This is an optimization exercise on Yosys and OpenROAD, whose aim is a short achievable clock period and few clock cycles per item, not a production implementation. Function was checked by simulation only, so behaviour that the tests miss may differ from the original. No activity file was given, so power comes from the tool's default toggle rates.

==> flow/design.v (excerpt) <==
module pulse_peak_rate_detector_core #(
    parameter int RING_DEPTH = 10
) (
    input  logic                               aclk,
    input  logic                               aresetn,
    input  logic                               s_valid,
    output logic                               s_ready,
    input  logic [pprd_pkg::SAMPLE_W-1:0]      s_sample,
    output logic                               m_valid,
    input  logic                               m_ready,
    output logic [pprd_pkg::RATE_W-1:0]        m_rate,
    output logic [1:0]                         m_event_res,
    output logic [pprd_pkg::SAMPLE_W-1:0]      m_extreme_value,
    output logic                               m_falling_phase,
    input  logic                               cfg_wr_en,
    input  logic [pprd_pkg::CFG_IDX_W-1:0]     cfg_index,
    input  logic [pprd_pkg::CFG_DATA_W-1:0]    cfg_wdata
);
Size: about 5800 cells after synthesis, about 1600 flip-flops, ~87 I/O pins, ~0.071 mm2 of cells after synthesis.
export LEC_CHECK = 0
export ABC_CLOCK_PERIOD_IN_PS = 2000
export CAP_MARGIN = 20
export CORE_MARGIN = 2
export CORE_UTILIZATION = 60
export CTS_BUF_LIST = sky130_fd_sc_hd__clkbuf_16
export CTS_CLUSTER_DIAMETER = 60
export CTS_CLUSTER_SIZE = 40
export PLACE_DENSITY = 0.7
export SETUP_SLACK_MARGIN = 5
export SLEW_MARGIN = 20
export TNS_END_PERCENT = 100
create_clock -name core_clock -period 7.5 [get_ports {aclk}]
run.sh (not shown) runs the stock make flow with config.mk's settings and CLKGATE_MAP_FILE= SYNTH_SCRIPT=/design/flow/synth_recipe.tcl, a recipe that flattens the netlist after the stock synthesis.
The first run finished with max-capacitance violations, max-slew violations left.
Testbench counts at the start, summed over its fixed seeds: cycles 32,495, items 32,000.
==> next run, changes <==
Settings changed: CORE_UTILIZATION 60 to 65, CTS_CLUSTER_DIAMETER 60 to 55, CTS_CLUSTER_SIZE 40 to 36, PLACE_DENSITY 0.7 to 0.75.
- With this change the flow finished clean
- area after synthesis stays the same
- cell count came out lower slightly
- clock-buffer cell count came out higher by 4
- sequential share of layout area climbs by 0.33 points
- cell area shrinks slightly
- power barely changes

========
Another version of the RTL of pulse_peak_rate_detector_core (not shown whole).
For scale: ~5600 cells after synthesis, about 87 I/O pins.
Settings: LEC_CHECK=0, ABC_CLOCK_PERIOD_IN_PS=2000, CAP_MARGIN=20, CORE_MARGIN=2, CORE_UTILIZATION=60, CTS_BUF_LIST=sky130_fd_sc_hd__clkbuf_8 sky130_fd_sc_hd__clkbuf_16, PLACE_DENSITY=0.7, SETUP_SLACK_MARGIN=5, SLEW_MARGIN=20, TNS_END_PERCENT=100; clock period 7.5 ns.
The first run passed the timing, design-rule and antenna checks.
Testbench counts at the start, summed over its fixed seeds: cycles 32,559, items 32,000.
Edit:
CTS_BUF_LIST = sky130_fd_sc_hd__clkbuf_16   (was sky130_fd_sc_hd__clkbuf_8 sky130_fd_sc_hd__clkbuf_16)
CTS_CLUSTER_DIAMETER = 60   (was default)
CTS_CLUSTER_SIZE = 40   (was default)
The new run completed without violations.
Register-to-register slack gains 0.08 ns.
Maximum frequency goes up by 0.78%.
Count of clock-buffer cells in the layout goes down by 63.
Cell area goes down by 1.4%.
Utilization goes down by 0.99 points.
Global-route usage goes down by 0.67 points.
Combinational power barely changes.

========
## 06-06
pulse_peak_rate_detector_core again, from the RTL that the note above started with.
clock: 7.5 ns
lec_check: 0
abc_clock_period_in_ps: 2000
cap_margin: 20
core_margin: 2
core_utilization: 60
place_density: 0.7
setup_slack_margin: 5
slew_margin: 20
tns_end_percent: 100
06-06 finished end to end and its layout was clean on timing, DRC and antenna.
Testbench counts of 06-06, summed over its fixed seeds: cycles 32,559, items 32,000.
#### Input delta (12-02 over 06-06)
diff --git a/flow/config.mk b/flow/config.mk
--- a/flow/config.mk
+++ b/flow/config.mk
@@ -11,2 +11,5 @@
-export CORE_UTILIZATION = 60
-export PLACE_DENSITY = 0.7
+export CORE_UTILIZATION = 65
+export CTS_BUF_LIST = sky130_fd_sc_hd__clkbuf_16
+export CTS_CLUSTER_DIAMETER = 60
+export CTS_CLUSTER_SIZE = 40
+export PLACE_DENSITY = 0.75
Findings:
06-06 reached the end of the flow, and the finished layout is clean on the timing, design-rule and antenna checks. 12-02 finished end to end and its layout was clean on timing, DRC and antenna. Measured against 12-02, the routed length on met1 of 06-06 comes out at 1.06 times the reference value. The faster design of the two is 12-02; 06-06 tops out lower. 12-02 vs. 06-06: latest clock arrival within the worst-skew pair went down by 40 ps. Changes observed in 12-02 relative to 06-06: part of the power in combinational logic now sits higher; count of instances resized after the clock tree is built went down by 14. Run comparison: 06-06 launch point of the critical path m_extreme_reg[3]$_DFF_P_; 12-02 launch point of the critical path m_extreme_reg[6]$_DFF_P_. Going from 06-06 to 12-02, the clock network power share was found to have gone down by 4.4 points. Comparing 12-02 and 06-06, the lower mean number of vias per cell is on 06-06. Final instance area: 12-02 better than 06-06.

port drivers added, routing unchanged:
In the flow no input, the clock included, has a driving cell. The finished layouts below were timed again as built, in two steps.
Step 1: set_driving_cell puts a clkbuf_16 on aclk and a buf_2 on each other input, an assumption about the parent block.
Step 2 adds t to the input delays and takes it off the output delays; t is the mean of the earliest and latest rising clock arrival at the registers after step 1. Input paths then give back, and output paths get back, about the clock's delay inside the block.
a / b / c = ideal ports / drivers / drivers and shift; a / b = the first two.
run | t (ns) | setup slack, ns | worst setup path after step 2 | worst slew at a driven data input, ns
the first run of note 1 | 0.804 | 4.432 / 4.432 / 4.065 | input to register | 0.09
the second run of note 1 | 0.817 | 4.325 / 4.325 / 3.781 | input to register | 0.05
the first run of note 2 | 0.845 | 4.760 / 4.681 / 4.259 | input to register | 0.07
the second run of note 2 | 0.794 | 4.781 / 4.703 / 4.268 | input to register | 0.08
06-06 | 0.845 | 4.758 / 4.678 / 4.230 | input to register | 0.07
12-02 | 0.793 | 4.808 / 4.736 / 4.257 | input to register | 0.07
The setup slack of 12-02, which loses most, moves by -0.072 ns with the drivers and by -0.551 ns with both steps.
